Background: an optimization exercise with open tools, aiming at small area, a short achievable clock period and few clock cycles per item. Do not read the settings as production practice. The RTL was checked by simulation tests, not by an equivalence proof against the original design. Power is estimated from default activity; no workload was simulated.

==> design/flow/design.v <==
`timescale 1ns / 1ps
package awfm_pkg;
    localparam int SAMPLE_BITS   = 12;
    localparam int WINDOW_DEF    = 128;
    localparam int DEC_BITS      = 8;
    localparam int TICK_BITS     = 32;
    localparam int HALF_BITS     = 16;
    localparam int CFG_IDX_BITS  = 2;
    localparam int CFG_DATA_BITS = 12;
    localparam int BLK           = 16;
    localparam int NHIST         = WINDOW_DEF / BLK - 1;    
    localparam int TAIL          = 16;
    localparam logic [DEC_BITS-1:0]    DECIMATION_RST = DEC_BITS'(1);
    localparam logic [SAMPLE_BITS-1:0] MIDPOINT_RST   = SAMPLE_BITS'(2048);
    localparam logic [SAMPLE_BITS-1:0] MARGIN_RST     = SAMPLE_BITS'(2047);
    localparam logic [HALF_BITS-1:0]   HALF_MAX       = '1;
    typedef enum logic [CFG_IDX_BITS-1:0] {
        CFG_DECIMATION = 2'd0,
        CFG_MIDPOINT   = 2'd1,
        CFG_MARGIN     = 2'd2
    } t_cfg_idx;
    typedef enum logic [1:0] {
        PH_WAIT_RISE = 2'd0,
        PH_COUNT     = 2'd1,
        PH_STORE     = 2'd2
    } t_phase;
    typedef struct packed {
        logic                   kept;
        logic                   rise;
        logic                   fall;
    } t_item;
endpackage
`timescale 1ns / 1ps
import awfm_pkg::*;
module awfm_track
(
    input  logic                   i_clk,
    input  logic                   i_rst_n,
    input  logic                   i_load,
    input  logic                   i_kept,
    input  logic                   i_ovl,
    input  logic                   i_rise,
    input  logic                   i_fall,
    input  logic [SAMPLE_BITS-1:0] i_max,
    input  logic [SAMPLE_BITS-1:0] i_min,
    output logic                   o_taken,
    output logic                   o_ovl_seen,
    output logic [TICK_BITS-1:0]   o_ovl_tick,
    output logic [SAMPLE_BITS-1:0] o_max,
    output logic [SAMPLE_BITS-1:0] o_min,
    output logic [HALF_BITS-1:0]   o_half,
    output logic [TICK_BITS-1:0]   o_ticks
);
    awfm_pkg::t_phase     r_phase;
    logic [HALF_BITS-1:0] r_running;
    logic [TICK_BITS-1:0] n_ticks;
    assign n_ticks = o_ticks + TICK_BITS'(1);
    always_ff @(posedge i_clk) begin
        if (i_load) begin
            o_taken <= i_kept;
        end
    end
    always_ff @(posedge i_clk) begin
        if (!i_rst_n) begin
            o_ticks    <= '0;
            o_ovl_seen <= 1'b0;
            o_ovl_tick <= '0;
            o_max      <= '0;
            o_min      <= '0;
            o_half     <= '0;
            r_phase    <= PH_WAIT_RISE;
            r_running  <= '0;
        end else if (i_load) begin
            o_ticks <= n_ticks;
            if (i_kept) begin
                if (i_ovl) begin
                    o_ovl_seen <= 1'b1;
                    o_ovl_tick <= n_ticks;
                end
                o_max <= i_max;
                o_min <= i_min;
                unique case (r_phase)
                    PH_COUNT: begin
                        if (r_running != HALF_MAX) begin
                            r_running <= r_running + HALF_BITS'(1);
                        end
                        if (i_fall) begin
                            r_phase <= PH_STORE;
                        end
                    end
                    PH_STORE: begin
                        o_half    <= r_running;
                        r_running <= '0;
                        r_phase   <= PH_WAIT_RISE;
                    end
                    default: begin
                        r_running <= '0;
                        r_phase   <= i_rise ? PH_COUNT : PH_WAIT_RISE;
                    end
                endcase
            end
        end
    end
endmodule
`timescale 1ns / 1ps
import awfm_pkg::*;
module awfm_cmp
#(
    parameter int W = SAMPLE_BITS
) (
    input  logic [W-1:0] i_a,
    input  logic [W-1:0] i_b,
    output logic         o_gt,
    output logic         o_lt
);
    assign o_gt = (i_a > i_b);
    assign o_lt = (i_a < i_b);
endmodule
module awfm_cmp2
#(
    parameter int W = SAMPLE_BITS
) (
    input  logic [W-1:0] i_a,
    input  logic [W-1:0] i_b,
    output logic         o_gt,
    output logic         o_lt
);
    logic [W:0] diff;
    assign diff = {1'b0, i_a} - {1'b0, i_b};
    assign o_lt = diff[W];
    assign o_gt = !diff[W] && (i_a != i_b);
endmodule
module awfm_ge
#(
    parameter int W = SAMPLE_BITS
) (
    input  logic [W-1:0] i_a,
    input  logic [W-1:0] i_b,
    output logic         o_ge
);
    logic gt, lt;
    awfm_cmp #(.W(W)) u_cmp (.i_a(i_a), .i_b(i_b), .o_gt(gt), .o_lt(lt));
    assign o_ge = !lt;
endmodule
module awfm_sel8
(
    input  logic [8*SAMPLE_BITS-1:0] i_v,
    input  logic [63:0]              i_ge,
    output logic [SAMPLE_BITS-1:0]   o_max,
    output logic [SAMPLE_BITS-1:0]   o_min
);
    localparam int W = SAMPLE_BITS;
    logic [7:0] x, n;
    always_comb begin
        for (int i = 0; i < 8; i++) begin
            x[i] = 1'b1;
            n[i] = 1'b1;
            for (int j = 0; j < 8; j++) begin
                if (j > i) begin
                    x[i] = x[i] &  i_ge[8 * i + j];
                    n[i] = n[i] & !i_ge[8 * i + j];
                end else if (j < i) begin
                    x[i] = x[i] & !i_ge[8 * j + i];
                    n[i] = n[i] &  i_ge[8 * j + i];
                end
            end
        end
        o_max = '0;
        o_min = '0;
        for (int i = 0; i < 8; i++) begin
            o_max = o_max | ({W{x[i]}} & i_v[W * i +: W]);
            o_min = o_min | ({W{n[i]}} & i_v[W * i +: W]);
        end
    end
endmodule
module awfm_mm3
(
    input  logic [SAMPLE_BITS-1:0] i_a,
    input  logic [SAMPLE_BITS-1:0] i_b,
    input  logic [SAMPLE_BITS-1:0] i_c,
    output logic [SAMPLE_BITS-1:0] o_max,
    output logic [SAMPLE_BITS-1:0] o_min
);
    logic ab, ac, bc;
    logic xa, xb, xc, na, nb, nc;
    awfm_ge u_ab (.i_a(i_a), .i_b(i_b), .o_ge(ab));
    awfm_ge u_ac (.i_a(i_a), .i_b(i_c), .o_ge(ac));
    awfm_ge u_bc (.i_a(i_b), .i_b(i_c), .o_ge(bc));
    assign xa =  ab &  ac;
    assign xb = !ab &  bc;
    assign xc = !ac & !bc;
    assign na = !ab & !ac;
    assign nb =  ab & !bc;
    assign nc =  ac &  bc;
    assign o_max = ({SAMPLE_BITS{xa}} & i_a) | ({SAMPLE_BITS{xb}} & i_b)
                 | ({SAMPLE_BITS{xc}} & i_c);
    assign o_min = ({SAMPLE_BITS{na}} & i_a) | ({SAMPLE_BITS{nb}} & i_b)
                 | ({SAMPLE_BITS{nc}} & i_c);
endmodule
module awfm_scan
(
    input  logic                   i_clk,
    input  logic                   i_rst_n,
    input  logic                   i_shift,
    input  logic [SAMPLE_BITS-1:0] i_data,
    output logic [SAMPLE_BITS-1:0] o_newest,
    output logic [SAMPLE_BITS-1:0] o_max,
    output logic [SAMPLE_BITS-1:0] o_min
);
    localparam int W  = SAMPLE_BITS;
    localparam int T0 = WINDOW_DEF - TAIL - 2;    
    logic [W-1:0] r_sr [WINDOW_DEF];
    logic [3:0]   r_pos;
    logic [2:0]   r_nblk;                 
    logic         r_full;
    logic [W-1:0] r_pmax, r_pmin;
    logic [W-1:0] r_smax [NHIST];
    logic [W-1:0] r_smin [NHIST];
    logic [W-1:0] r_tamax [2];
    logic [W-1:0] r_tamin [2];
    logic [W-1:0] r_tbmax, r_tbmin;
    logic         first, last, push;
    assign first = (r_pos == 4'd0);
    assign last  = (r_pos == 4'(BLK - 1));
    assign push  = first && (r_nblk != 3'd0);
    logic [NHIST-1:0] sx_gt, sn_lt;
    for (genvar j = 1; j < NHIST; j++) begin : g_hist
        logic unused_lt, unused_gt;
        awfm_cmp u_sx (.i_a(r_pmax), .i_b(r_smax[j - 1]), .o_gt(sx_gt[j]), .o_lt(unused_lt));
        awfm_cmp u_sn (.i_a(r_pmin), .i_b(r_smin[j - 1]), .o_gt(unused_gt), .o_lt(sn_lt[j]));
    end
    assign sx_gt[0] = 1'b0;
    assign sn_lt[0] = 1'b0;
    always_ff @(posedge i_clk) begin
        if (!i_rst_n) begin
            for (int j = 0; j < NHIST; j++) r_smax[j] <= '0;
        end else if (i_shift && push) begin
            r_smax[0] <= r_pmax;
            for (int j = 1; j < NHIST; j++) r_smax[j] <= sx_gt[j] ? r_pmax : r_smax[j - 1];
        end
    end
    always_ff @(posedge i_clk) begin
        if (i_shift && push) begin
            r_smin[0] <= r_pmin;
            for (int j = 1; j < NHIST; j++) r_smin[j] <= sn_lt[j] ? r_pmin : r_smin[j - 1];
        end
    end
    logic [T0+14:T0] r_dj [1:7];
    logic [7:1]      dj_new;
    for (genvar j = 1; j < 8; j++) begin : g_dj
        awfm_ge u_dj (.i_a(r_sr[T0 - 1]), .i_b(r_sr[T0 - 1 + j]), .o_ge(dj_new[j]));
    end
    always_ff @(posedge i_clk) begin
        if (i_shift) begin
            for (int j = 1; j < 8; j++) r_dj[j] <= {r_dj[j][T0+13:T0], dj_new[j]};
        end
    end
    logic [W-1:0] gmax [2];
    logic [W-1:0] gmin [2];
    for (genvar g = 0; g < 2; g++) begin : g_grp
        localparam int A = T0 + 8 * g;
        logic [8*W-1:0] v;
        logic [63:0]    ge;
        always_comb begin
            ge = '0;
            for (int i = 0; i < 8; i++) begin
                v[W * i +: W] = r_sr[A + i];
                for (int k = i + 1; k < 8; k++) ge[8 * i + k] = r_dj[k - i][A + i];
            end
        end
        awfm_sel8 u_sel (.i_v(v), .i_ge(ge), .o_max(gmax[g]), .o_min(gmin[g]));
    end
    logic tb_xgt, tb_nlt, tb_xlt, tb_ngt;
    awfm_cmp u_tbx (.i_a(r_tamax[0]), .i_b(r_tamax[1]), .o_gt(tb_xgt), .o_lt(tb_xlt));
    awfm_cmp u_tbn (.i_a(r_tamin[0]), .i_b(r_tamin[1]), .o_gt(tb_ngt), .o_lt(tb_nlt));
    logic px_gt, pn_lt, unused8, unused9;
    awfm_cmp u_px (.i_a(i_data), .i_b(r_pmax), .o_gt(px_gt), .o_lt(unused8));
    awfm_cmp u_pn (.i_a(i_data), .i_b(r_pmin), .o_gt(unused9), .o_lt(pn_lt));
    always_ff @(posedge i_clk) begin
        if (i_shift) begin
            r_sr[0] <= i_data;
            for (int i = 1; i < WINDOW_DEF; i++) r_sr[i] <= r_sr[i - 1];
            if (first || px_gt) r_pmax <= i_data;
            if (first || pn_lt) r_pmin <= i_data;
            for (int h = 0; h < 2; h++) begin
                r_tamax[h] <= gmax[h];
                r_tamin[h] <= gmin[h];
            end
            r_tbmax <= tb_xgt ? r_tamax[0] : r_tamax[1];
            r_tbmin <= tb_nlt ? r_tamin[0] : r_tamin[1];
        end
    end
    always_ff @(posedge i_clk) begin
        if (!i_rst_n) begin
            r_pos  <= '0;
            r_nblk <= '0;
            r_full <= 1'b0;
        end else if (i_shift) begin
            r_pos <= r_pos + 4'd1;
            if (last) begin
                if (r_nblk != 3'd7) r_nblk <= r_nblk + 3'd1;
                r_full <= r_full || (r_nblk == 3'd7);
            end
        end
    end
    logic [W-1:0] tmax, cmax, cmin, unused6, unused7;
    assign tmax = r_full ? r_tbmax : '0;
    awfm_mm3 u_cx (.i_a(r_pmax), .i_b(r_smax[NHIST-1]), .i_c(tmax), .o_max(cmax), .o_min(unused6));
    awfm_mm3 u_cn (.i_a(r_pmin), .i_b(r_smin[NHIST-1]), .i_c(r_tbmin), .o_max(unused7), .o_min(cmin));
    assign o_newest = r_sr[0];
    assign o_max    = cmax;
    assign o_min = r_full ? cmin : '0;
endmodule
`timescale 1ns / 1ps
import awfm_pkg::*;
module adc_window_frequency_monitor
#(
    parameter int WINDOW = WINDOW_DEF
) (
    input  logic                     i_clk,
    input  logic                     i_rst_n,
    input  logic                     i_sample_valid,
    output logic                     o_sample_ready,
    input  logic [SAMPLE_BITS-1:0]   i_sample,
    output logic                     o_result_valid,
    input  logic                     i_result_ready,
    output logic                     o_result_taken,
    output logic                     o_result_overload_seen,
    output logic [TICK_BITS-1:0]     o_result_overload_tick,
    output logic [SAMPLE_BITS-1:0]   o_result_window_max,
    output logic [SAMPLE_BITS-1:0]   o_result_window_min,
    output logic [HALF_BITS-1:0]     o_result_half_period,
    output logic [TICK_BITS-1:0]     o_result_tick_count,
    input  logic                     i_cfg_valid,
    output logic                     o_cfg_ready,
    input  logic [CFG_IDX_BITS-1:0]  i_cfg_index,
    input  logic [CFG_DATA_BITS-1:0] i_cfg_data
);
    logic [DEC_BITS-1:0]    r_dec;
    logic [SAMPLE_BITS-1:0] r_mid;
    logic [SAMPLE_BITS-1:0] r_margin;
    assign o_cfg_ready = 1'b1;
    logic [DEC_BITS-1:0]    dec_nx;
    logic [SAMPLE_BITS-1:0] mid_nx, margin_nx;
    logic [SAMPLE_BITS:0]   r_limit;
    always_comb begin
        dec_nx    = r_dec;
        mid_nx    = r_mid;
        margin_nx = r_margin;
        if (i_cfg_valid) begin
            unique case (i_cfg_index)
                CFG_DECIMATION: dec_nx    = i_cfg_data[DEC_BITS-1:0];
                CFG_MIDPOINT:   mid_nx    = i_cfg_data[SAMPLE_BITS-1:0];
                CFG_MARGIN:     margin_nx = i_cfg_data[SAMPLE_BITS-1:0];
                default: ;
            endcase
        end
    end
    always_ff @(posedge i_clk) begin
        if (!i_rst_n) begin
            r_dec    <= DECIMATION_RST;
            r_mid    <= MIDPOINT_RST;
            r_margin <= MARGIN_RST;
        end else begin
            r_dec    <= dec_nx;
            r_mid    <= mid_nx;
            r_margin <= margin_nx;
        end
    end
    logic [DEC_BITS-1:0]    r_dcnt;
    logic                   r_keep;
    logic                   r_any;       
    logic [SAMPLE_BITS-1:0] newest;      
    logic [SAMPLE_BITS-1:0] prev;
    logic [DEC_BITS-1:0]    dcnt_nx;
    logic                   keep_nx, keep_lt;
    logic                   in_fire;
    logic                   x_gt, x_lt, p_gt, p_lt;
    awfm_pkg::t_item        in_item;
    assign o_sample_ready = r_adv;
    assign in_fire        = i_sample_valid && r_adv;
    assign dcnt_nx        = !in_fire ? r_dcnt : (r_keep ? DEC_BITS'(1) : r_dcnt + DEC_BITS'(1));
    awfm_cmp #(.W(DEC_BITS)) u_keep (.i_a(dcnt_nx), .i_b(dec_nx), .o_gt(keep_nx), .o_lt(keep_lt));
    assign in_item.kept   = r_keep;
    assign prev = r_any ? newest : '0;
    awfm_cmp2 u_xmid (.i_a(i_sample), .i_b(r_mid), .o_gt(x_gt), .o_lt(x_lt));
    awfm_cmp2 u_pmid (.i_a(prev), .i_b(r_mid), .o_gt(p_gt), .o_lt(p_lt));
    assign in_item.rise   = p_lt && x_gt;
    assign in_item.fall   = p_gt && x_lt;
    always_ff @(posedge i_clk) begin
        if (!i_rst_n) begin
            r_dcnt <= DEC_BITS'(1);
            r_keep <= 1'b1;
            r_any  <= 1'b0;
        end else begin
            r_dcnt <= dcnt_nx;
            r_keep <= !keep_lt;
            if (in_fire && r_keep) begin
                r_any <= 1'b1;
            end
        end
    end
    logic                   r_adv;
    logic                   adv;
    logic                   r_v1;
    logic                   r_k1, r_r1, r_f1;
    logic                   ovl1, ovl_lt;
    logic [SAMPLE_BITS-1:0] win_max, win_min;
    assign adv = r_adv;
    awfm_scan u_scan (
        .i_clk   (i_clk),
        .i_rst_n (i_rst_n),
        .i_shift (in_fire && in_item.kept),
        .i_data  (i_sample),
        .o_newest(newest),
        .o_max   (win_max),
        .o_min   (win_min)
    );
    always_ff @(posedge i_clk) begin
        if (!i_rst_n) begin
            r_v1 <= 1'b0;
        end else if (adv) begin
            r_v1 <= in_fire;
        end
    end
    always_ff @(posedge i_clk) begin
        if (in_fire) begin
            r_k1 <= in_item.kept;
            r_r1 <= in_item.rise;
            r_f1 <= in_item.fall;
        end
    end
    always_ff @(posedge i_clk) begin
        if (adv) begin
            r_limit <= {1'b0, r_mid} + {1'b0, r_margin};
        end
    end
    awfm_cmp #(.W(SAMPLE_BITS + 1)) u_ovl (.i_a({1'b0, newest}), .i_b(r_limit),
                                          .o_gt(ovl1), .o_lt(ovl_lt));
    logic                   r_out_valid;
    logic                   r_kv;
    logic                   r_kk, r_ko, r_kr, r_kf;
    logic [SAMPLE_BITS-1:0] r_kmax, r_kmin;
    logic                   push, out_free, load;
    assign push     = adv && r_v1;
    assign out_free = !r_out_valid || i_result_ready;
    assign load     = out_free && (r_kv || push);
    always_ff @(posedge i_clk) begin
        if (!i_rst_n) begin
            r_out_valid <= 1'b0;
            r_kv        <= 1'b0;
            r_adv       <= 1'b1;
        end else begin
            if (out_free) begin
                r_out_valid <= r_kv || push;
            end
            r_kv  <= out_free ? (r_kv && push) : (r_kv || push);
            r_adv <= !(out_free ? (r_kv && push) : (r_kv || push));
        end
    end
    always_ff @(posedge i_clk) begin
        if (push && (r_kv || !out_free)) begin
            r_kk   <= r_k1;
            r_ko   <= ovl1;
            r_kr   <= r_r1;
            r_kf   <= r_f1;
            r_kmax <= win_max;
            r_kmin <= win_min;
        end
    end
    assign o_result_valid = r_out_valid;
    awfm_track u_track (
        .i_clk      (i_clk),
        .i_rst_n    (i_rst_n),
        .i_load     (load),
        .i_kept     (r_kv ? r_kk   : r_k1),
        .i_ovl      (r_kv ? r_ko   : ovl1),
        .i_rise     (r_kv ? r_kr   : r_r1),
        .i_fall     (r_kv ? r_kf   : r_f1),
        .i_max      (r_kv ? r_kmax : win_max),
        .i_min      (r_kv ? r_kmin : win_min),
        .o_taken    (o_result_taken),
        .o_ovl_seen (o_result_overload_seen),
        .o_ovl_tick (o_result_overload_tick),
        .o_max      (o_result_window_max),
        .o_min      (o_result_window_min),
        .o_half     (o_result_half_period),
        .o_ticks    (o_result_tick_count)
    );
endmodule
==> design/flow/run.sh <==
#!/bin/bash
# synth_recipe.tcl (not shown) runs the flow's synth.tcl, then flattens the netlist and writes it again
# the make line also repeats each setting of config.mk as NAME=value (left out here)
make -C /OpenROAD-flow-scripts/flow DESIGN_CONFIG=/design/flow/config.mk WORK_HOME=/design/flow/orfs CLKGATE_MAP_FILE= SYNTH_SCRIPT=/design/flow/synth_recipe.tcl finish
==> design/flow/config.mk <==
export PLATFORM = sky130hd
export DESIGN_NAME = adc_window_frequency_monitor
export DESIGN_NICKNAME = adc_window_frequency_monitor
export VERILOG_FILES = /design/flow/design.v
export SDC_FILE = /design/flow/constraint.sdc
export NUM_CORES = 4
export LEC_CHECK = 0
export CAP_MARGIN = 20
export CORE_MARGIN = 2
export CORE_UTILIZATION = 65
export CTS_CLUSTER_DIAMETER = 70
export CTS_CLUSTER_SIZE = 25
export PLACE_DENSITY = 0.75
export SETUP_SLACK_MARGIN = 5
export SLEW_MARGIN = 20
==> design/flow/constraint.sdc <==
create_clock -name core_clock -period 8.0 [get_ports {i_clk}]
set_input_delay 1.6000 -clock core_clock [delete_from_list [all_inputs] [get_ports {i_clk}]]
set_output_delay 1.6000 -clock core_clock [all_outputs]
set_load 0.01 [all_outputs]
==> out/results.tsv, run 1 <==
metric	value	unit
GRT Overall Usage	27.04	%
First-pass DRT Iterations	9	
GPL Wtd Cong	0.8604	
CTS tree	done	
Inserted Clock Buffers	107	
total number of vias	43850	
Synth Area per Inst	16.17	um^2
Max-Cap Viols	0	
Final Cycle Share	37.84	%
commonest non-fill, non-tap cell in the layout	edfxtp_1	
fillers	7353	
P_leak	29.16	nW
Hold Buf Count CTS	0	
# setup viols final	0	
Setup CP Type	in2reg	
via-per-instance ratio	6.357	
largest family of logic cells by synthesized area	compound AO/OA/AOI/OAI gates	
non-filler cells, final	6898	
Post-synth EDFFs	1821	
post-route antenna net violation count	0	
Area Overhead vs Synth	11.41	%
CTS Root Cell	clkbuf_16	
async set-reset flop share out of synthesis	0	%
Chip Height	354.0	um
initial antenna violation count	15	
CP max FO	12	
adder-cell share of the synthesized area	6.187	%
DP Wirelength	94100	um
syn nets	5348	
Sum Neg Setup Slack	0	ps
vias in the first global route	42770	
commonest cells after routing, fill and taps aside	edfxtp_1 (1821), ha_1 (392), inv_1 (354)	
mux cell area share after synthesis	1.649	%
largest net degree at the start of global routing	98	
total grt overflow	0	
Final Max Tran Viols	0	
Tmin final	3027	ps
first-pass GRT wire length	258100	um
Ys Warns	18	
Core ar.	121700	um^2
outcome	complete, no violations	
Mapped Area	79600	um^2
Worst slew margin	24.72	%
RSZ-0062 raised after global routing	yes	
WP data arrival	3560	ps
Slew @ Worst Pin	1125	ps
Port Buffer Count	138	
footprint of the multi-input gates	18000	um^2
Cells after Synth	4924	
Worst VDD drop	217.9	uV
FF+latch area	60120	um^2
H-tree level count	3	
Net count, final	5623	
ys flop type	edfxtp_1	
clock-pin transition on the worst setup and hold timing paths	120	ps
Synth Area in Simple Gates	5.508	%
Die Footprint	125300	um^2
DRC	0	
Req. time, crit path	8530	ps
number of hold violations in the final report	0	
Clock Latency Late Sink	760	ps
register area share after synthesis	75.26	%
WL/cell	24.95	um
type of the worst min-delay path	reg2reg	
Layout Skew	51.45	ps
DP Cell Count	6593	
DRT Wirelength	172100	um
Starting Density	65.40	%
#FFs+latches synth	2082	
Die W	354.0	um
Synth Area in Compound Gates	7.859	%
layout cell share with drive strength beyond 1	13.10	%
count of different cell masters after synthesis	78	
Critical Path End Type	flip-flop	
PwrDens	228.6	nW/um^2
Rows	128	
Max Root-Sink Buffers	3	
First DRT Iteration DRCs	5622	
crit start category	primary input	
xor-xnor portion of the synthesized cell area	0.9903	%
Fmax	0.3304	GHz
CTS sink cnt	2082	
num ports	140	
cell families after synthesis:
group                    after synthesis
AO/OA/AOI/OAI                        858
XOR/XNOR                              90
adder cells (fa/ha/maj)              393
buffers and inverters                522
flip-flops                          2082
multiplexers                         127
other                                  1
AND/OR/NAND/NOR                      851
state kept, by name (all words and copies together) (netlist names), 13 cells and up:
| register | count |
|---|---|
| u_scan.r_smax | 84 |
| u_track.r_running | 16 |
| u_scan.r_sr | 1512 |
| u_scan.r_tamax | 24 |
| u_scan.r_tamin | 24 |
| u_scan.r_dj | 84 |
| u_scan.r_smin | 84 |
| r_limit | 13 |
| u_track.o_half | 16 |
| u_track.o_ticks | 32 |
| u_track.o_ovl_tick | 32 |
final timing paths:
path / endpoint / startpoint / cells past startpoint / slack (ps)
hold reg to reg: u_scan.r_sr[56][11] / u_scan.r_sr[55][11] / 0 / 400
hold / removal: u_scan.r_sr[56][11] / u_scan.r_sr[55][11] / 0 / 400
setup reg to reg: r_kmax[3] / u_scan.r_pmax[9] / 9 / 5040
setup / recovery: u_scan.r_pmax[6] / i_sample[9] / 7 / 4970
power breakdown:
group / total [W] / switching, W / leakage, nW / internal, W
Clock: 0.00633 / 0.00358 / 1.68 / 0.00274
Combinational: 0.00145 / 0.000951 / 11.4 / 0.000502
Sequential: 0.0125 / 0.000170 / 16.1 / 0.0123
Total: 0.0203 / 0.00470 / 29.2 / 0.0156
Yosys cell counts, drive strengths merged, types with 13 or more instances:
| library cell | number | area (um^2) |
|---|---|---|
| edfxtp | 1821 | 54680 |
| ha | 392 | 4905 |
| inv | 354 | 1329 |
| dfxtp | 261 | 5225 |
| a21oi | 224 | 1125 |
| nand2 | 195 | 732.0 |
| a22oi | 192 | 1441 |
| nor2 | 168 | 630.6 |
| nand4 | 131 | 819.5 |
| clkbuf | 117 | 439.2 |
| mux2i | 94 | 940.9 |
| nor3 | 91 | 455.4 |
| o221a | 72 | 810.8 |
| a21o | 65 | 488.0 |
| o21ai | 63 | 319.1 |
| nand3 | 60 | 305.3 |
| buf | 48 | 245.2 |
| a211oi | 47 | 357.8 |
| xor2 | 46 | 402.9 |
| xnor2 | 44 | 385.4 |
| a221o | 37 | 370.4 |
| mux2 | 33 | 371.6 |
| nand2b | 32 | 200.2 |
| and3 | 31 | 193.9 |
| o21a | 27 | 202.7 |
| and4 | 24 | 210.2 |
| o211ai | 24 | 180.2 |
| and2 | 23 | 143.9 |
| nor2b | 23 | 143.9 |
| nor4 | 21 | 150.2 |
| a31oi | 14 | 87.58 |
| or4 | 14 | 105.1 |
| a2111oi | 13 | 152.7 |
| a41oi | 13 | 113.9 |
| o221ai | 13 | 113.9 |
routing by layer:
metal	track usage, %	up-vias	part of all wire, %
met3	4.789	466	8.5
met4	9.110	14	3.5
li1	-	19530	-
met1	39.13	21590	42
met5	0.4528	-	0.20
met2	42.18	2248	46
metrics by stage:
stage                     setup slack [ps]  cell area (um^2)  util (%)  power [W]  hold slack (ps)
after detailed placement              3291             83050     68.23    0.01393            404.5
after global routing                  4899             88680     72.86    0.02090            416.2
after floorplan                      520.1             79640         -    0.01364            400.3
final                                 4973             88690     72.86    0.02028            403.1
after CTS                             4975             88400     72.62    0.02035            390.1
after global placement                3352             83040     68.22    0.01388            400.4
critical path, cell delays in order:
cell and delay (ps):
dlygate4sd2_1 520, ha_1 330, a21o_1 180, a21o_1 200, a2111oi_2 440, o21ai_2 120
buf_12 160
timing repair:
action,4_1_cts,5_1_grt
pin swaps,4,3
setup endpoints to repair,1804,138
buffers inserted,72,18
resized for setup,554,41
gates cloned,28,3
layout make-up:
type	instances	area share [%]
Inverter	357	1.548
Timing Repair Buffer	326	4.124
Antenna cell	4	0.01129
Sequential cell	2082	67.79
Clock buffer	129	3.112
Clock inverter	50	0.8239
Timing Repair inverter	1	0.009876
Tap cell	1625	2.293
Multi-Input combinational cell	2324	20.29
Testbench counts, summed over its fixed seeds: cycles 4,656, items 4,608.
==> run 2: changes to the inputs <==
--- a/design/flow/config.mk
+++ b/design/flow/config.mk
@@ -7,9 +7,9 @@
 export LEC_CHECK = 0
 export CAP_MARGIN = 20
 export CORE_MARGIN = 2
-export CORE_UTILIZATION = 65
+export CORE_UTILIZATION = 70
 export CTS_CLUSTER_DIAMETER = 70
 export CTS_CLUSTER_SIZE = 25
-export PLACE_DENSITY = 0.75
+export PLACE_DENSITY = 0.78
 export SETUP_SLACK_MARGIN = 5
 export SLEW_MARGIN = 20
==> out/results.tsv, run 2 <==
metric	value	unit
outcome	complete, no violations	
initial antenna violation count	5	
Starting Density	70.66	%
Die Footprint	116400	um^2
Rows	123	
H-tree level count	3	
met3 GRT Util	5.767	%
FF+latch area	60050	um^2
Layout Skew	37.93	ps
PwrDens	230.5	nW/um^2
number of hold violations in the final report	0	
num ports	140	
GPL Wtd Cong	0.8842	
commonest non-fill, non-tap cell in the layout	edfxtp_1	
WP buf/inv	1	
DRC	0	
Switch Pwr	0.004675	W
Sum Neg Setup Slack	0	ps
busiest grt layer	met2	
top cell type's share of synthesized area	68.70	%
crit start category	flip-flop	
footprint of the multi-input gates	18080	um^2
register area share after synthesis	75.26	%
Worst slew margin	17.43	%
total number of vias	44600	
syn nets	5348	
clock-pin transition on the worst setup and hold timing paths	120	ps
final core occ	78.07	%
reg2reg path depth	9	
GRT Overall Usage	29.61	%
Slowest-stage cell, CP	o21ai_4	
max FFs per register	1512	
Worst VDD drop	187.8	uV
final instance area	87940	um^2
Critical Path End Type	flip-flop	
First-pass DRT Iterations	11	
First DRT Iteration DRCs	5863	
Synth Area per Inst	16.17	um^2
Pint	0.01560	W
count of different cell masters after synthesis	78	
commonest cells after routing, fill and taps aside	edfxtp_1 (1821), ha_1 (392), inv_1 (353)	
Placed Area	82860	um^2
Hold Path Stages	0	
ys flop type	edfxtp_1	
cell taking the most area after synthesis	edfxtp_1	
Setup CP Type	reg2reg	
Inserted Clock Buffers	107	
CTS sink cnt	2082	
Logic pwr share	6.8	%
async set-reset flop share out of synthesis	0	%
Max Root-Sink Buffers	3	
Req. time, crit path	8470	ps
Clock Latency Late Sink	760	ps
CP max FO	16	
vias in the first global route	43320	
WP data arrival	3930	ps
Area Overhead vs Synth	10.48	%
Mapped Area	79600	um^2
Hold EP	u_scan.r_sr[8][3]	
Die W	341.2	um
Core ar.	112700	um^2
Chip Height	341.2	um
layout cell share with drive strength beyond 1	12.64	%
WL/cell	25.82	um
met2 Use GR	47.52	%
P_leak	28.95	nW
CTS Root Cell	clkbuf_16	
total grt overflow	0	
via-per-instance ratio	6.594	
most common cell in the netlist	edfxtp_1	
Cells after Synth	4924	
first-pass GRT wire length	261300	um
CTS tree	done	
family with the most delay on the worst path	compound AO/OA/AOI/OAI gates	
Fmax	0.2888	GHz
Port Buffer Count	138	
RSZ-0062 raised after global routing	yes	
Final Max Tran Viols	0	
Net count, final	5612	
commonest cells in the netlist	edfxtp_1 (1821), ha_1 (392), inv_1 (354)	
DRT Wirelength	174700	um
Final Cycle Share	43.28	%
R2R Setup Slk	4540	ps
# setup viols final	0	
Clk pwr share	31.4	%
Post-synth EDFFs	1821	
Max-Cap Viols	0	
Sw Share	23.06	%
most flop-heavy register	u_scan.r_sr	
type of the worst min-delay path	reg2reg	
HP Start	u_scan.r_sr[7][3]	
synth top area cells	edfxtp_1 (69%), dfxtp_1 (6.6%), ha_1 (6.2%), a22oi_1 (1.8%), inv_1 (1.7%)	
Critical R2R Launch	u_scan.r_full	
met1 Usage GRT	41.14	%
crit-path cells	buf_12, nand2_1, ha_1, o211ai_1, a21oi_1, o22ai_2, o21ai_4, nor3_1, a221o_1	
Tmin final	3462	ps
Crit Reg-Reg Endpoint	r_kmax[2]	
#FFs+latches synth	2082	
largest net degree at the start of global routing	109	
Reg power frac	61.8	%
Hold Buf Count CTS	0	
post-route antenna net violation count	0	
Slew @ Worst Pin	1232	ps
Ys Warns	18	
DP Wirelength	95830	um
fillers	6133	
slowest cell delay on critical path	540	ps
-- run 2: worst max-delay path by stage --
stage / depth (start not counted) / startpoint / end / slack [ps]
floorplan: 5 / i_sample_valid / u_scan.r_pmin[0] / 520
global placement: 4 / i_sample_valid / u_scan.r_sr[91][5] / 3050
detailed placement: 4 / i_sample_valid / u_scan.r_sr[92][5] / 2960
CTS: 8 / i_cfg_valid / r_keep / 5000
global route: 9 / u_scan.r_full / r_kmax[2] / 4550
finish: 9 / u_scan.r_full / r_kmax[2] / 4540
-- run 2: power groups by stage --
stage          Sequential [W]  Combinational (W)  Clock [W]
2_1_floorplan          0.0128           0.000799          0
3_3_place_gp           0.0128            0.00110          0
3_5_place_dp           0.0128            0.00115          0
4_1_cts                0.0125            0.00129    0.00645
5_1_grt                0.0126            0.00150    0.00679
6_report               0.0125            0.00137    0.00637
-- run 2: what timing repair did --
action | 4_1_cts | 5_1_grt
endpoints found under the setup margin | 2108 | 164
resized for setup | 515 | 87
setup buffers | 48 | 45
cloned | 14 | 2
pin swaps | 4 | 3
-- run 2: routing by layer --
metal,vias up,share of wire [%]
met5,-,0.0080
met4,2,4.4
met3,611,9.0
met2,2548,47
met1,21970,39
li1,19480,-
-- run 2: final cells by class --
class | count | area share [%]
sequential | 2082 | 68.28
multi-input combinational | 2323 | 20.55
timing repair buffer | 316 | 3.511
clock buffer | 129 | 3.163
tap | 1500 | 2.134
inverter | 357 | 1.554
clock inverter | 53 | 0.7811
timing repair inverter | 1 | 0.009959
antenna | 3 | 0.008536
-- run 2: stage by stage --
step / power [W] / hold WS, ps / std cells / setup WS, ps
2_1_floorplan: 0.01364 / 400.3 / 4924 / 520.1
3_3_place_gp: 0.01387 / 400.1 / 6468 / 3049
3_5_place_dp: 0.01393 / 404.5 / 6468 / 2964
4_1_cts: 0.02026 / 416.8 / 6712 / 5000
5_1_grt: 0.02084 / 422.5 / 6761 / 4554
6_report: 0.02027 / 410.5 / 6764 / 4538
-- run 2: cells by family after synthesis --
family / count (synthesis) / synth area share (%)
simple gates: 851 / 5.508
compound gates: 858 / 7.859
mux: 127 / 1.649
xor+xnor: 90 / 0.9903
fa+ha+maj: 393 / 6.187
flops: 2082 / 75.26
buf+inv: 522 / 2.543
other cells: 1 / 0.004711
==> run 3: changes to the inputs <==
--- a/design/flow/design.v
+++ b/design/flow/design.v
@@ -214,8 +214,6 @@
     logic [2:0]   r_nblk;                 
     logic         r_full;
     logic [W-1:0] r_pmax, r_pmin;
-    logic [W-1:0] r_smax [NHIST];
-    logic [W-1:0] r_smin [NHIST];
     logic [W-1:0] r_tamax [2];
     logic [W-1:0] r_tamin [2];
     logic [W-1:0] r_tbmax, r_tbmin;
@@ -223,26 +221,68 @@
     assign first = (r_pos == 4'd0);
     assign last  = (r_pos == 4'(BLK - 1));
     assign push  = first && (r_nblk != 3'd0);
-    logic [NHIST-1:0] sx_gt, sn_lt;
-    for (genvar j = 1; j < NHIST; j++) begin : g_hist
-        logic unused_lt, unused_gt;
-        awfm_cmp u_sx (.i_a(r_pmax), .i_b(r_smax[j - 1]), .o_gt(sx_gt[j]), .o_lt(unused_lt));
-        awfm_cmp u_sn (.i_a(r_pmin), .i_b(r_smin[j - 1]), .o_gt(unused_gt), .o_lt(sn_lt[j]));
+    localparam int NR = NHIST - 1;
+    logic [W-1:0] r_rmax [NR];
+    logic [W-1:0] r_rmin [NR];
+    logic [W-1:0] r_gmax, r_gmin;          
+    logic [W-1:0] r_vmax, r_vmin;          
+    logic [W-1:0] r_fmax, r_fmin;
+    logic [2:0]   r_ph;                    
+    logic [2:0]   r_pend;                  
+    logic [W-1:0] hmax, hmin;
+    logic         hx_gt, hx_lt, hn_gt, hn_lt, fx_gt, fx_lt, fn_gt, fn_lt;
+    awfm_cmp u_hx (.i_a(r_vmax), .i_b(r_rmax[NR-1]), .o_gt(hx_gt), .o_lt(hx_lt));
+    awfm_cmp u_hn (.i_a(r_vmin), .i_b(r_rmin[NR-1]), .o_gt(hn_gt), .o_lt(hn_lt));
+    awfm_cmp u_fx (.i_a(r_pmax), .i_b(r_gmax), .o_gt(fx_gt), .o_lt(fx_lt));
+    awfm_cmp u_fn (.i_a(r_pmin), .i_b(r_gmin), .o_gt(fn_gt), .o_lt(fn_lt));
+    always_comb begin
+        hmax = r_rmax[NR-1];
+        hmin = r_rmin[NR-1];
+        if (r_pend != 3'd0) begin
+            if (r_ph == 3'd0) begin
+                hmax = r_vmax;
+                hmin = r_vmin;
+            end else begin
+                if (hx_gt) hmax = r_vmax;
+                if (hn_lt) hmin = r_vmin;
+            end
+        end
     end
-    assign sx_gt[0] = 1'b0;
-    assign sn_lt[0] = 1'b0;
     always_ff @(posedge i_clk) begin
+        for (int i = 1; i < NR; i++) begin
+            r_rmax[i] <= r_rmax[i - 1];
+            r_rmin[i] <= r_rmin[i - 1];
+        end
+        r_rmax[0] <= hmax;
+        r_rmin[0] <= hmin;
+        if (r_ph == 3'(NR - 1)) begin
+            r_gmax <= hmax;
+            r_gmin <= hmin;
+        end
         if (!i_rst_n) begin
-            for (int j = 0; j < NHIST; j++) r_smax[j] <= '0;
-        end else if (i_shift && push) begin
-            r_smax[0] <= r_pmax;
-            for (int j = 1; j < NHIST; j++) r_smax[j] <= sx_gt[j] ? r_pmax : r_smax[j - 1];
+            for (int i = 0; i < NR; i++) r_rmax[i] <= '0;
         end
     end
     always_ff @(posedge i_clk) begin
         if (i_shift && push) begin
-            r_smin[0] <= r_pmin;
-            for (int j = 1; j < NHIST; j++) r_smin[j] <= sn_lt[j] ? r_pmin : r_smin[j - 1];
+            r_vmax <= r_pmax;
+            r_vmin <= r_pmin;
+            r_fmin <= fn_lt ? r_pmin : r_gmin;
+        end
+    end
+    always_ff @(posedge i_clk) begin
+        if (!i_rst_n) begin
+            r_ph   <= '0;
+            r_pend <= '0;
+            r_fmax <= '0;
+        end else begin
+            if (i_shift && push) begin
+                r_pend <= 3'(NR);
+                r_fmax <= fx_gt ? r_pmax : r_gmax;
+            end else begin
+                r_ph <= (r_ph == 3'd0) ? 3'(NR - 1) : r_ph - 3'd1;
+                if (r_pend != 3'd0) r_pend <= r_pend - 3'd1;
+            end
         end
     end
     logic [T0+14:T0] r_dj [1:7];
@@ -305,8 +345,8 @@
     end
     logic [W-1:0] tmax, cmax, cmin, unused6, unused7;
     assign tmax = r_full ? r_tbmax : '0;
-    awfm_mm3 u_cx (.i_a(r_pmax), .i_b(r_smax[NHIST-1]), .i_c(tmax), .o_max(cmax), .o_min(unused6));
-    awfm_mm3 u_cn (.i_a(r_pmin), .i_b(r_smin[NHIST-1]), .i_c(r_tbmin), .o_max(unused7), .o_min(cmin));
+    awfm_mm3 u_cx (.i_a(r_pmax), .i_b(r_fmax), .i_c(tmax), .o_max(cmax), .o_min(unused6));
+    awfm_mm3 u_cn (.i_a(r_pmin), .i_b(r_fmin), .i_c(r_tbmin), .o_max(unused7), .o_min(cmin));
     assign o_newest = r_sr[0];
     assign o_max    = cmax;
     assign o_min = r_full ? cmin : '0;
--- a/design/flow/config.mk
+++ b/design/flow/config.mk
@@ -7,9 +7,9 @@
 export LEC_CHECK = 0
 export CAP_MARGIN = 20
 export CORE_MARGIN = 2
-export CORE_UTILIZATION = 70
+export CORE_UTILIZATION = 65
 export CTS_CLUSTER_DIAMETER = 70
 export CTS_CLUSTER_SIZE = 25
-export PLACE_DENSITY = 0.78
+export PLACE_DENSITY = 0.75
 export SETUP_SLACK_MARGIN = 5
 export SLEW_MARGIN = 20
==> out/results.tsv, run 3 <==
metric	value	unit
outcome	complete, no violations	
DRT Wirelength	145300	um
commonest non-fill, non-tap cell in the layout	edfxtp_1	
Die W	347.7	um
P_leak	27.95	nW
Req. time, crit path	8450	ps
Rows	126	
Layout Skew	26.52	ps
First-pass DRT Iterations	6	
Hold Path Stages	0	
R2R Setup Slk	5060	ps
reg2reg path depth	8	
DRC	0	
CTS tree	done	
Post-synth EDFFs	1797	
number of hold violations in the final report	0	
layout cell share with drive strength beyond 1	11.31	%
Sw Share	22.32	%
DP Wirelength	84650	um
Final Max Tran Viols	0	
ys flop type	edfxtp_1	
Net count, final	5127	
type of the worst min-delay path	reg2reg	
max FFs per register	1512	
CTS Root Cell	clkbuf_16	
largest registers	u_scan.r_sr (1512), u_scan.r_dj (84)	
Synth Area per Inst	16.98	um^2
GRT Overall Usage	23.60	%
Critical R2R Launch	u_scan.r_pmin[8]	
commonest cells in the netlist	edfxtp_1 (1797), dfxtp_1 (339), ha_1 (303)	
total number of vias	38490	
Mapped Area	76800	um^2
Pint	0.01611	W
via-per-instance ratio	6.006	
PwrDens	243.0	nW/um^2
CP max FO	6	
cell taking the most area after synthesis	edfxtp_1	
commonest cells after routing, fill and taps aside	edfxtp_1 (1797), ha_1 (300), dfxtp_1 (290)	
First DRT Iteration DRCs	4366	
Reg power frac	62.8	%
vias in the first global route	36570	
WP data arrival	3440	ps
WL/cell	22.67	um
Max-Cap Viols	0	
syn nets	4857	
Cells after Synth	4522	
Inserted Clock Buffers	109	
Core ar.	117600	um^2
final total power	0.02074	W
Slew @ Worst Pin	1029	ps
Crit Reg-Reg Endpoint	r_kmin[11]	
Final Cycle Share	37.30	%
Area Overhead vs Synth	11.17	%
largest net degree at the start of global routing	100	
synth top area cells	edfxtp_1 (70%), dfxtp_1 (8.8%), ha_1 (4.9%), a22oi_1 (2.0%), inv_1 (1.3%)	
post-route antenna net violation count	0	
top cell type's share of synthesized area	70.26	%
Diodes inserted	0	
Hold Buf Count CTS	0	
num ports	140	
Ys Warns	18	
Port Buffer Count	138	
#FFs+latches synth	2136	
Chip Height	347.7	um
total grt overflow	0	
Critical Path End Type	flip-flop	
register area share after synthesis	79.10	%
Worst VDD drop	250.8	uV
Fmax	0.3351	GHz
GPL Wtd Cong	0.9066	
Tmin final	2984	ps
Sum Neg Setup Slack	0	ps
CTS sink cnt	2136	
Die Footprint	120900	um^2
# setup viols final	0	
Worst slew margin	31.09	%
Switch Pwr	0.004631	W
async set-reset flop share out of synthesis	0	%
count of different cell masters after synthesis	78	
initial antenna violation count	2	
first-pass GRT wire length	217500	um
most flop-heavy register	u_scan.r_sr	
Hold EP	u_scan.r_rmin[4][10]	
Setup CP Type	in2reg	
crit start category	primary input	
RSZ-0062 raised after global routing	yes	
Max Root-Sink Buffers	3	
Starting Density	65.30	%
Clock Latency Late Sink	750	ps
Clk pwr share	30.6	%
most common cell in the netlist	edfxtp_1	
H-tree level count	3	
clock-pin transition on the worst setup and hold timing paths	100	ps
Logic pwr share	6.6	%
HP Start	u_scan.r_rmin[3][10]	
## run 3: cell families (layout without fill, tap and decap cells)
kind of cell	count (synthesis)	in the layout	synth area share [%]
compound gates	625	627	5.664
xor+xnor	86	86	0.9807
fa+ha+maj	304	304	4.962
buf+inv	381	725	1.932
flops	2136	2136	79.10
mux	105	105	1.452
other cells	1	1	0.004883
simple gates	884	889	5.909
## run 3: what timing repair did
action,in CTS,in global routing
pin swaps,9,10
endpoints found under the setup margin,1841,134
buffers inserted,43,21
gates cloned,25,3
endpoints found under the hold margin,0,0
resized for setup,502,47
## run 3: stage by stage
| step | area [um^2] | hold slack, ps | instances | util (%) | setup WS [ps] |
|---|---|---|---|---|---|
| after floorplan | 76860 | 309.6 | 4522 | - | 694.6 |
| after global placement | 80120 | 309.7 | 6123 | 68.13 | 2464 |
| after detailed placement | 80140 | 312.1 | 6124 | 68.14 | 2367 |
| after CTS | 85110 | 316.8 | 6384 | 72.37 | 4999 |
| after global routing | 85380 | 329.1 | 6409 | 72.60 | 4907 |
| final | 85380 | 317.8 | 6409 | 72.60 | 5016 |
## run 3: power groups by stage
| stage | Combinational (W) | Clock [W] | Sequential (W) |
|---|---|---|---|
| finish | 0.00137 | 0.00634 | 0.0130 |
| global placement | 0.00113 | 0 | 0.0133 |
| global route | 0.00151 | 0.00686 | 0.0131 |
| detailed placement | 0.00117 | 0 | 0.0133 |
| CTS | 0.00133 | 0.00651 | 0.0130 |
| floorplan | 0.000825 | 0 | 0.0133 |
## run 3: worst max path at each step
| stage | start | endpoint | cells after the start |
|---|---|---|---|
| floorplan | i_sample_valid | u_scan.r_pmax[0] | 7 |
| global placement | i_sample_valid | u_scan.r_fmax[11] | 11 |
| detailed placement | i_sample_valid | u_scan.r_fmax[7] | 11 |
| CTS | i_sample[0] | u_scan.r_pmin[4] | 8 |
| global route | i_cfg_valid | r_keep | 9 |
| finish | i_sample[7] | u_scan.r_pmin[6] | 8 |
## run 3: layout make-up
type                    instances  area [um^2]
clock buffers                 147         2934
repair buffers                264         2820
clock inverters                45        663.1
repair inverters                8        70.07
fillers                      7138        32220
inverters                     261         1045
flip-flops and latches       2136        60890
well taps                    1536         1922
multi-input cells            2012        15040
## run 3: metal layers
layer	GRT usage, %	vias up	wire length, um
li1	-	17750	-
met4	8.031	2	4744
met5	0	-	10
met1	35.17	19170	65050
met3	4.184	279	9868
met2	35.77	1290	65640
## run 3: critical path, stage by stage
cell and delay (ps):
buf_2 250, ha_4 250, a21o_1 170, a21o_1 180
a21oi_2 160, a21boi_0 160, a2111oi_4 420, or3_4 240
Testbench counts of run 3, summed over its fixed seeds: cycles 4,656, items 4,608.
==> run 4: changes to the inputs <==
--- a/design/flow/design.v
+++ b/design/flow/design.v
@@ -24,11 +24,6 @@
         PH_COUNT     = 2'd1,
         PH_STORE     = 2'd2
     } t_phase;
-    typedef struct packed {
-        logic                   kept;
-        logic                   rise;
-        logic                   fall;
-    } t_item;
 endpackage
 `timescale 1ns / 1ps
 import awfm_pkg::*;
@@ -407,51 +402,74 @@
             r_margin <= margin_nx;
         end
     end
+    logic                   r_adv;
+    logic                   adv;
     logic [DEC_BITS-1:0]    r_dcnt;
     logic                   r_keep;
     logic                   r_any;       
     logic [SAMPLE_BITS-1:0] newest;      
     logic [SAMPLE_BITS-1:0] prev;
-    logic [DEC_BITS-1:0]    dcnt_nx;
-    logic                   keep_nx, keep_lt;
+    logic [DEC_BITS-1:0]    dcnt_fire;
+    logic                   keep_fire, keep_hold, gt_fire, gt_hold;
     logic                   in_fire;
     logic                   x_gt, x_lt, p_gt, p_lt;
-    awfm_pkg::t_item        in_item;
+    assign adv            = r_adv;
     assign o_sample_ready = r_adv;
     assign in_fire        = i_sample_valid && r_adv;
-    assign dcnt_nx        = !in_fire ? r_dcnt : (r_keep ? DEC_BITS'(1) : r_dcnt + DEC_BITS'(1));
-    awfm_cmp #(.W(DEC_BITS)) u_keep (.i_a(dcnt_nx), .i_b(dec_nx), .o_gt(keep_nx), .o_lt(keep_lt));
-    assign in_item.kept   = r_keep;
-    assign prev = r_any ? newest : '0;
-    awfm_cmp2 u_xmid (.i_a(i_sample), .i_b(r_mid), .o_gt(x_gt), .o_lt(x_lt));
-    awfm_cmp2 u_pmid (.i_a(prev), .i_b(r_mid), .o_gt(p_gt), .o_lt(p_lt));
-    assign in_item.rise   = p_lt && x_gt;
-    assign in_item.fall   = p_gt && x_lt;
+    assign dcnt_fire      = r_keep ? DEC_BITS'(1) : r_dcnt + DEC_BITS'(1);
+    awfm_cmp #(.W(DEC_BITS)) u_keepf (.i_a(dcnt_fire), .i_b(dec_nx), .o_gt(gt_fire), .o_lt(keep_fire));
+    awfm_cmp #(.W(DEC_BITS)) u_keeph (.i_a(r_dcnt),    .i_b(dec_nx), .o_gt(gt_hold), .o_lt(keep_hold));
     always_ff @(posedge i_clk) begin
         if (!i_rst_n) begin
             r_dcnt <= DEC_BITS'(1);
             r_keep <= 1'b1;
             r_any  <= 1'b0;
         end else begin
-            r_dcnt <= dcnt_nx;
-            r_keep <= !keep_lt;
+            if (in_fire) begin
+                r_dcnt <= dcnt_fire;
+            end
+            r_keep <= in_fire ? !keep_fire : !keep_hold;
             if (in_fire && r_keep) begin
                 r_any <= 1'b1;
             end
         end
     end
-    logic                   r_adv;
-    logic                   adv;
+    logic                   r_v0, r_k0, r_r0, r_f0;
+    logic [SAMPLE_BITS-1:0] r_x0;
+    logic                   ovl0, ovl_lt;
+    assign prev = (r_v0 && r_k0) ? r_x0 : (r_any ? newest : '0);
+    awfm_cmp2 u_xmid (.i_a(i_sample), .i_b(r_mid), .o_gt(x_gt), .o_lt(x_lt));
+    awfm_cmp2 u_pmid (.i_a(prev), .i_b(r_mid), .o_gt(p_gt), .o_lt(p_lt));
+    always_ff @(posedge i_clk) begin
+        if (!i_rst_n) begin
+            r_v0 <= 1'b0;
+        end else if (adv) begin
+            r_v0 <= in_fire;
+        end
+    end
+    always_ff @(posedge i_clk) begin
+        if (in_fire) begin
+            r_x0 <= i_sample;
+            r_k0 <= r_keep;
+            r_r0 <= p_lt && x_gt;
+            r_f0 <= p_gt && x_lt;
+        end
+    end
+    always_ff @(posedge i_clk) begin
+        if (adv) begin
+            r_limit <= {1'b0, r_mid} + {1'b0, r_margin};
+        end
+    end
+    awfm_cmp #(.W(SAMPLE_BITS + 1)) u_ovl (.i_a({1'b0, r_x0}), .i_b(r_limit),
+                                          .o_gt(ovl0), .o_lt(ovl_lt));
     logic                   r_v1;
-    logic                   r_k1, r_r1, r_f1;
-    logic                   ovl1, ovl_lt;
+    logic                   r_k1, r_o1, r_r1, r_f1;
     logic [SAMPLE_BITS-1:0] win_max, win_min;
-    assign adv = r_adv;
     awfm_scan u_scan (
         .i_clk   (i_clk),
         .i_rst_n (i_rst_n),
-        .i_shift (in_fire && in_item.kept),
-        .i_data  (i_sample),
+        .i_shift (adv && r_v0 && r_k0),
+        .i_data  (r_x0),
         .o_newest(newest),
         .o_max   (win_max),
         .o_min   (win_min)
@@ -460,23 +478,17 @@
         if (!i_rst_n) begin
             r_v1 <= 1'b0;
         end else if (adv) begin
-            r_v1 <= in_fire;
+            r_v1 <= r_v0;
         end
     end
     always_ff @(posedge i_clk) begin
-        if (in_fire) begin
-            r_k1 <= in_item.kept;
-            r_r1 <= in_item.rise;
-            r_f1 <= in_item.fall;
-        end
-    end
-    always_ff @(posedge i_clk) begin
-        if (adv) begin
-            r_limit <= {1'b0, r_mid} + {1'b0, r_margin};
+        if (adv && r_v0) begin
+            r_k1 <= r_k0;
+            r_o1 <= ovl0;
+            r_r1 <= r_r0;
+            r_f1 <= r_f0;
         end
     end
-    awfm_cmp #(.W(SAMPLE_BITS + 1)) u_ovl (.i_a({1'b0, newest}), .i_b(r_limit),
-                                          .o_gt(ovl1), .o_lt(ovl_lt));
     logic                   r_out_valid;
     logic                   r_kv;
     logic                   r_kk, r_ko, r_kr, r_kf;
@@ -501,7 +513,7 @@
     always_ff @(posedge i_clk) begin
         if (push && (r_kv || !out_free)) begin
             r_kk   <= r_k1;
-            r_ko   <= ovl1;
+            r_ko   <= r_o1;
             r_kr   <= r_r1;
             r_kf   <= r_f1;
             r_kmax <= win_max;
@@ -514,7 +526,7 @@
         .i_rst_n    (i_rst_n),
         .i_load     (load),
         .i_kept     (r_kv ? r_kk   : r_k1),
-        .i_ovl      (r_kv ? r_ko   : ovl1),
+        .i_ovl      (r_kv ? r_ko   : r_o1),
         .i_rise     (r_kv ? r_kr   : r_r1),
         .i_fall     (r_kv ? r_kf   : r_f1),
         .i_max      (r_kv ? r_kmax : win_max),
==> out/results.tsv, run 4 <==
metric	value	unit
CTS tree	done	
Hold Path Stages	0	
slowest cell delay on critical path	360	ps
#FFs+latches synth	2153	
outcome	complete, no violations	
Rows	126	
Slowest-stage cell, CP	dfxtp_1	
Mapped Area	77520	um^2
crit start category	flip-flop	
register area share after synthesis	79.01	%
Ys Warns	18	
Sum Neg Setup Slack	0	ps
clock-pin transition on the worst setup and hold timing paths	100	ps
R2R Setup Slk	5070	ps
largest registers	u_scan.r_sr (1512), u_scan.r_dj (84)	
Final Max Tran Viols	0	
top cell type's share of synthesized area	70.23	%
Clock Latency Late Sink	740	ps
layout cell share with drive strength beyond 1	10.82	%
commonest non-fill, non-tap cell in the layout	edfxtp_1	
DRT Wirelength	137400	um
Max Root-Sink Buffers	3	
Inserted Clock Buffers	111	
xor-xnor portion of the synthesized cell area	0.9039	%
Post-synth EDFFs	1813	
# setup viols final	0	
type of the worst min-delay path	reg2reg	
PwrDens	239.0	nW/um^2
Synth Area in Compound Gates	6.384	%
HP Start	u_scan.r_rmin[1][10]	
H-tree level count	3	
GRT Overall Usage	22.15	%
RSZ-0062 raised after global routing	yes	
Hold EP	u_scan.r_rmin[2][10]	
Synth Area per Inst	17.02	um^2
adder-cell share of the synthesized area	5.029	%
setup ws final	5044	ps
largest net degree at the start of global routing	154	
Max-Cap Viols	0	
final core occ	72.28	%
number of hold violations in the final report	0	
most common cell in the netlist	edfxtp_1	
DRC	0	
First-pass DRT Iterations	8	
family with the most delay on the worst path	flip-flops	
Chip Height	349.3	um
Fmax	0.3383	GHz
Area Overhead vs Synth	10.24	%
reg2reg path depth	9	
max FFs per register	1512	
Cells after Synth	4555	
CTS sink cnt	2153	
count of different cell masters after synthesis	72	
Core ar.	118200	um^2
Tmin final	2956	ps
Starting Density	65.56	%
Worst VDD drop	247.3	uV
Critical R2R Launch	u_scan.r_vmax[5]	
first-pass GRT wire length	209000	um
FF+latch area	61380	um^2
crit-path cells	clkdlybuf4s15_1	
footprint of the multi-input gates	15070	um^2
fillers	7222	
commonest cells in the netlist	edfxtp_1 (1813), dfxtp_1 (340), ha_1 (310)	
cell taking the most area after synthesis	edfxtp_1	
Diodes inserted	0	
Port Buffer Count	138	
WL/cell	21.39	um
Critical Path End Type	output pin	
post-route antenna net violation count	0	
Setup CP Type	reg2out	
largest family of logic cells by synthesized area	compound AO/OA/AOI/OAI gates	
Synth Area in Simple Gates	5.612	%
First DRT Iteration DRCs	4142	
ys flop type	edfxtp_1	
total grt overflow	0	
WP data arrival	1360	ps
via-per-instance ratio	5.985	
total number of vias	38440	
Hold Buf Count CTS	0	
P_leak	30.30	nW
DP Wirelength	80940	um
initial antenna violation count	1	
mux cell area share after synthesis	1.115	%
synth top area cells	edfxtp_1 (70%), dfxtp_1 (8.8%), ha_1 (5.0%), a22oi_1 (1.9%), inv_1 (1.3%)	
Worst slew margin	16.82	%
Layout Skew	25.88	ps
Crit Reg-Reg Endpoint	u_scan.r_gmax[2]	
Final Cycle Share	36.95	%
syn nets	4897	
WP buf/inv	1	
Setup Slack @ Placement	2354	ps
async set-reset flop share out of synthesis	0	%
vias in the first global route	36620	
num ports	140	
most flop-heavy register	u_scan.r_sr	
final instance area	85460	um^2
GPL Wtd Cong	0.8816	
Net count, final	5151	
Die Footprint	122000	um^2
Slew @ Worst Pin	1241	ps
Placed Area	80840	um^2
CP max FO	2	
CTS Root Cell	clkbuf_16	
Req. time, crit path	6400	ps
Die W	349.3	um
commonest cells after routing, fill and taps aside	edfxtp_1 (1813), ha_1 (309), dfxtp_1 (297)	
## run 4: final cells by class
cell class                      instances  area share, %
Multi-Input combinational cell       2013          17.64
Timing Repair Buffer                  264          2.813
Timing Repair inverter                  1        0.01025
Inverter                              265          1.224
Sequential cell                      2153          71.83
Clock inverter                         46         0.7408
Tap cell                             1536          2.249
Clock buffer                          145          3.498
## run 4: kinds of logic after synthesis
kind of cell / Yosys count
adder cells (fa/ha/maj): 311
AO/OA/AOI/OAI: 707
other: 1
flip-flops: 2153
XOR/XNOR: 80
buffers and inverters: 395
AND/OR/NAND/NOR: 828
multiplexers: 80
## run 4: metrics by stage
step	total power, W	hold slack, ps	std cells
final	0.02043	323.5	6423
after global routing	0.02115	310.6	6423
after CTS	0.02062	312.2	6399
after detailed placement	0.01424	312.1	6150
after global placement	0.01419	310.0	6149
after floorplan	0.01390	309.6	4555
## run 4: worst max path at each step
stage | start | to | cells after the start
2_1_floorplan | r_adv | u_scan.r_ph[1] | 8
3_3_place_gp | i_result_ready | u_track.o_ovl_tick[16] | 9
3_5_place_dp | i_result_ready | u_track.o_ovl_tick[16] | 9
4_1_cts | u_track.o_ovl_tick[25] | o_result_overload_tick[25] | 1
5_1_grt | r_v0 | u_scan.r_sr[91][6] | 6
6_report | u_track.o_ovl_tick[4] | o_result_overload_tick[4] | 1
## run 4: where the power goes
group	switching, W	internal (W)	leakage [nW]
Clock	0.00349	0.00288	1.75
Combinational	0.000639	0.000405	8.99
Sequential	0.000263	0.0127	19.6
Total	0.00439	0.0160	30.3
## run 4: layer usage
metal | global-route usage [%] | vias up | wire length (um)
li1 | - | 17770 | -
met1 | 32.95 | 19050 | 61890
met2 | 34.26 | 1322 | 62650
met3 | 3.918 | 290 | 8768
met4 | 6.210 | 2 | 4005
met5 | 0 | - | 46
## run 4: what timing repair did
item | CTS | global route
cloned | 9 | 1
buffers inserted | 49 | 21
gates resized for setup | 405 | 64
pin swaps | 17 | 11
endpoints found under the setup margin | 1304 | 599
Testbench counts of run 4, summed over its fixed seeds: cycles 4,664, items 4,608.
==> run 5: changes to the inputs <==
--- a/design/flow/config.mk
+++ b/design/flow/config.mk
@@ -5,11 +5,11 @@
 export SDC_FILE = /design/flow/constraint.sdc
 export NUM_CORES = 4
 export LEC_CHECK = 0
-export CAP_MARGIN = 20
+export CAP_MARGIN = 10
 export CORE_MARGIN = 2
 export CORE_UTILIZATION = 65
 export CTS_CLUSTER_DIAMETER = 70
 export CTS_CLUSTER_SIZE = 25
 export PLACE_DENSITY = 0.75
 export SETUP_SLACK_MARGIN = 5
-export SLEW_MARGIN = 20
+export SLEW_MARGIN = 10
==> out/results.tsv, run 5 <==
metric	value	unit
outcome	complete, no violations	
WP data arrival	3480	ps
PwrDens	239.8	nW/um^2
number of hold violations in the final report	0	
Pint	0.01600	W
Reg power frac	63.6	%
fillers	7236	
commonest non-fill, non-tap cell in the layout	edfxtp_1	
Die W	349.3	um
syn nets	4897	
register area share after synthesis	79.01	%
DRC	0	
most frequent CP cell	a221o_1	
largest registers	u_scan.r_sr (1512), u_scan.r_dj (84)	
Area Overhead vs Synth	10.17	%
Logic pwr share	5.1	%
most common cell in the netlist	edfxtp_1	
synth top area cells	edfxtp_1 (70%), dfxtp_1 (8.8%), ha_1 (5.0%), a22oi_1 (1.9%), inv_1 (1.3%)	
Post-synth EDFFs	1813	
Final Cycle Share	37.65	%
CTS tree	done	
Max Root-Sink Buffers	3	
Setup CP Type	in2reg	
Core ar.	118200	um^2
Chip Height	349.3	um
WL/cell	21.61	um
CP max FO	2	
Synth Area per Inst	17.02	um^2
busiest grt layer	met2	
WP buf/inv	1	
largest net degree at the start of global routing	154	
post-route antenna net violation count	0	
family with the most delay on the worst path	compound AO/OA/AOI/OAI gates	
total number of vias	38310	
H-tree level count	3	
R2R Setup Slk	5120	ps
Clock Latency Late Sink	740	ps
GPL Wtd Cong	0.8816	
P_leak	30.26	nW
Slew @ Worst Pin	1372	ps
async set-reset flop share out of synthesis	0	%
Tmin final	3012	ps
GRT Overall Usage	22.26	%
Layout Skew	30.28	ps
cell taking the most area after synthesis	edfxtp_1	
Ys Warns	18	
Worst slew margin	8.042	%
FF+latch area	61380	um^2
HP Start	u_scan.r_rmin[1][10]	
commonest cells after routing, fill and taps aside	edfxtp_1 (1813), ha_1 (310), dfxtp_1 (298)	
met3 GRT Util	3.758	%
Switch Pwr	0.004476	W
Max-Cap Viols	0	
Diodes inserted	0	
Hold Path Stages	0	
non-filler cells, final	6414	
Sw Share	21.86	%
initial antenna violation count	1	
CTS sink cnt	2153	
met2 Use GR	34.67	%
First DRT Iteration DRCs	3954	
Port Buffer Count	138	
layout cell share with drive strength beyond 1	10.97	%
DRT Wirelength	138600	um
Hold EP	u_scan.r_rmin[2][10]	
Inserted Clock Buffers	113	
Net count, final	5143	
max FFs per register	1512	
top cell type's share of synthesized area	70.23	%
Final Max Tran Viols	0	
Starting Density	65.56	%
Worst VDD drop	242.1	uV
clock-pin transition on the worst setup and hold timing paths	90	ps
Req. time, crit path	8470	ps
CTS Root Cell	clkbuf_16	
via-per-instance ratio	5.972	
footprint of the multi-input gates	15060	um^2
Clk pwr share	31.3	%
total grt overflow	0	
reg2reg path depth	9	
final total power	0.02048	W
First-pass DRT Iterations	8	
Fmax	0.3320	GHz
ys flop type	edfxtp_1	
Cells after Synth	4555	
type of the worst min-delay path	reg2reg	
most flop-heavy register	u_scan.r_sr	
# setup viols final	0	
RSZ-0062 raised after global routing	yes	
Hold Buf Count CTS	0	
first-pass GRT wire length	209800	um
Crit Reg-Reg Endpoint	u_scan.r_gmax[2]	
Die Footprint	122000	um^2
vias in the first global route	36730	
slowest cell delay on critical path	500	ps
Sum Neg Setup Slack	0	ps
crit-path cells	clkdlybuf4s50_1, ha_1, and3_1, a221o_1, a221o_1, a31oi_2, a311oi_1	
crit start category	primary input	
met1 Usage GRT	33.20	%
Critical R2R Launch	u_scan.r_vmax[5]	
num ports	140	
DP Cell Count	6149	
Critical Path End Type	flip-flop	
commonest cells in the netlist	edfxtp_1 (1813), dfxtp_1 (340), ha_1 (310)	
Hold Slack	310.7	ps
Slowest-stage cell, CP	clkdlybuf4s50_1	
Rows	126	
DP Wirelength	81050	um
#FFs+latches synth	2153	
count of different cell masters after synthesis	72	
Mapped Area	77520	um^2
==> run 5: how the worst max path moves through the flow <==
stage	endpoint	cells past startpoint	slack, ps	from
after global placement	u_track.o_ovl_tick[16]	9	2420	i_result_ready
after global routing	r_r0	7	4980	i_sample[3]
final	r_r0	7	4990	i_sample[3]
after detailed placement	u_track.o_ovl_tick[16]	9	2350	i_result_ready
after floorplan	u_scan.r_ph[1]	8	3210	r_adv
after CTS	o_result_tick_count[22]	1	5000	u_track.o_ticks[22]
==> run 5: layout make-up <==
class | instances | share of cell area [%]
Clock inverter | 52 | 0.7369
Timing Repair inverter | 2 | 0.02051
Inverter | 265 | 1.225
Timing Repair Buffer | 253 | 2.699
Clock buffer | 140 | 3.565
Multi-Input combinational cell | 2013 | 17.63
Sequential cell | 2153 | 71.87
Tap cell | 1536 | 2.250
==> run 5: per-stage QoR <==
stage | cell area [um^2] | utilization, % | setup slack [ps]
floorplan | 77590 | - | 3209
global placement | 80820 | 68.36 | 2425
detailed placement | 80820 | 68.36 | 2348
CTS | 85300 | 72.14 | 5001
global route | 85400 | 72.23 | 4979
finish | 85400 | 72.23 | 4988
==> run 5: cells by family after synthesis <==
group / after synthesis / synth area share [%]
and+or+nand+nor: 828 / 5.612
DFF: 2153 / 79.01
other: 1 / 0.004838
adders and majority gates: 311 / 5.029
AOI/OAI and AO/OA: 707 / 6.384
xor gates and xnor gates: 80 / 0.9039
muxes: 80 / 1.115
buffers and inverters: 395 / 1.940
==> run 5: power by group through the flow <==
stage | Combinational, W | Clock [W] | Sequential, W
global route | 0.00117 | 0.00695 | 0.0131
CTS | 0.00104 | 0.00660 | 0.0130
detailed placement | 0.000977 | 0 | 0.0133
finish | 0.00105 | 0.00641 | 0.0130
global placement | 0.000944 | 0 | 0.0132
floorplan | 0.000694 | 0 | 0.0132
==> run 5: repair_timing <==
item	4_1_cts	5_1_grt
endpoints found under the hold margin	0	0
cloned	9	3
pin swaps	19	9
setup endpoints to repair	1302	587
gates resized for setup	427	69
setup buffers	52	9
==> run 5: per-layer routing <==
layer	vias up	routed length (um)	share of wire, %
li1	17740	-	-
met1	19070	62540	45
met2	1241	63880	46
met3	248	8660	6.2
met4	2	3509	2.5
met5	-	12	0.0087
==> run 5: worst register-to-register path: stages (launching register included) <==
cell	delay [ps]
edfxtp_1	430
ha_1	320
a21o_1	160
a21o_1	160
a21oi_1	200
nor2_1	70
a2111oi_1	460
a221o_2	290
buf_12	150
mux2_2	380

## separate check: timing with driven ports
The results above use ideal ports. As a check the final layouts listed here were re-extracted and re-timed, cells and wires unchanged.
Step 1 assumes that a clkbuf_16 drives the clock port and a buf_2 every other input.
Step 2 also shifts input and output timing later by t, the mid clock arrival at the registers, as if the neighbouring blocks saw the same clock.
Slacks: no drivers / after step 1 / after step 2; pairs: no drivers / after step 1.
| run | shift t [ns] | setup slack, ns | latest minus earliest clock arrival (ns) |
|---|---|---|---|
| run 1 | 0.819 | 4.973 / 4.933 / 4.218 | 0.063 / 0.063 |
| run 2 | 0.809 | 4.538 / 4.538 / 4.262 | 0.053 / 0.052 |
| run 3 | 0.815 | 5.016 / 4.964 / 4.212 | 0.029 / 0.029 |
| run 4 | 0.810 | 5.044 / 4.960 / 4.325 | 0.029 / 0.029 |
| run 5 | 0.805 | 4.988 / 4.978 / 4.229 | 0.038 / 0.038 |
After both steps every run listed still meets setup and hold. The setup slack of run 3, which loses most, moves by -0.052 ns with the drivers and by -0.804 ns with both steps.
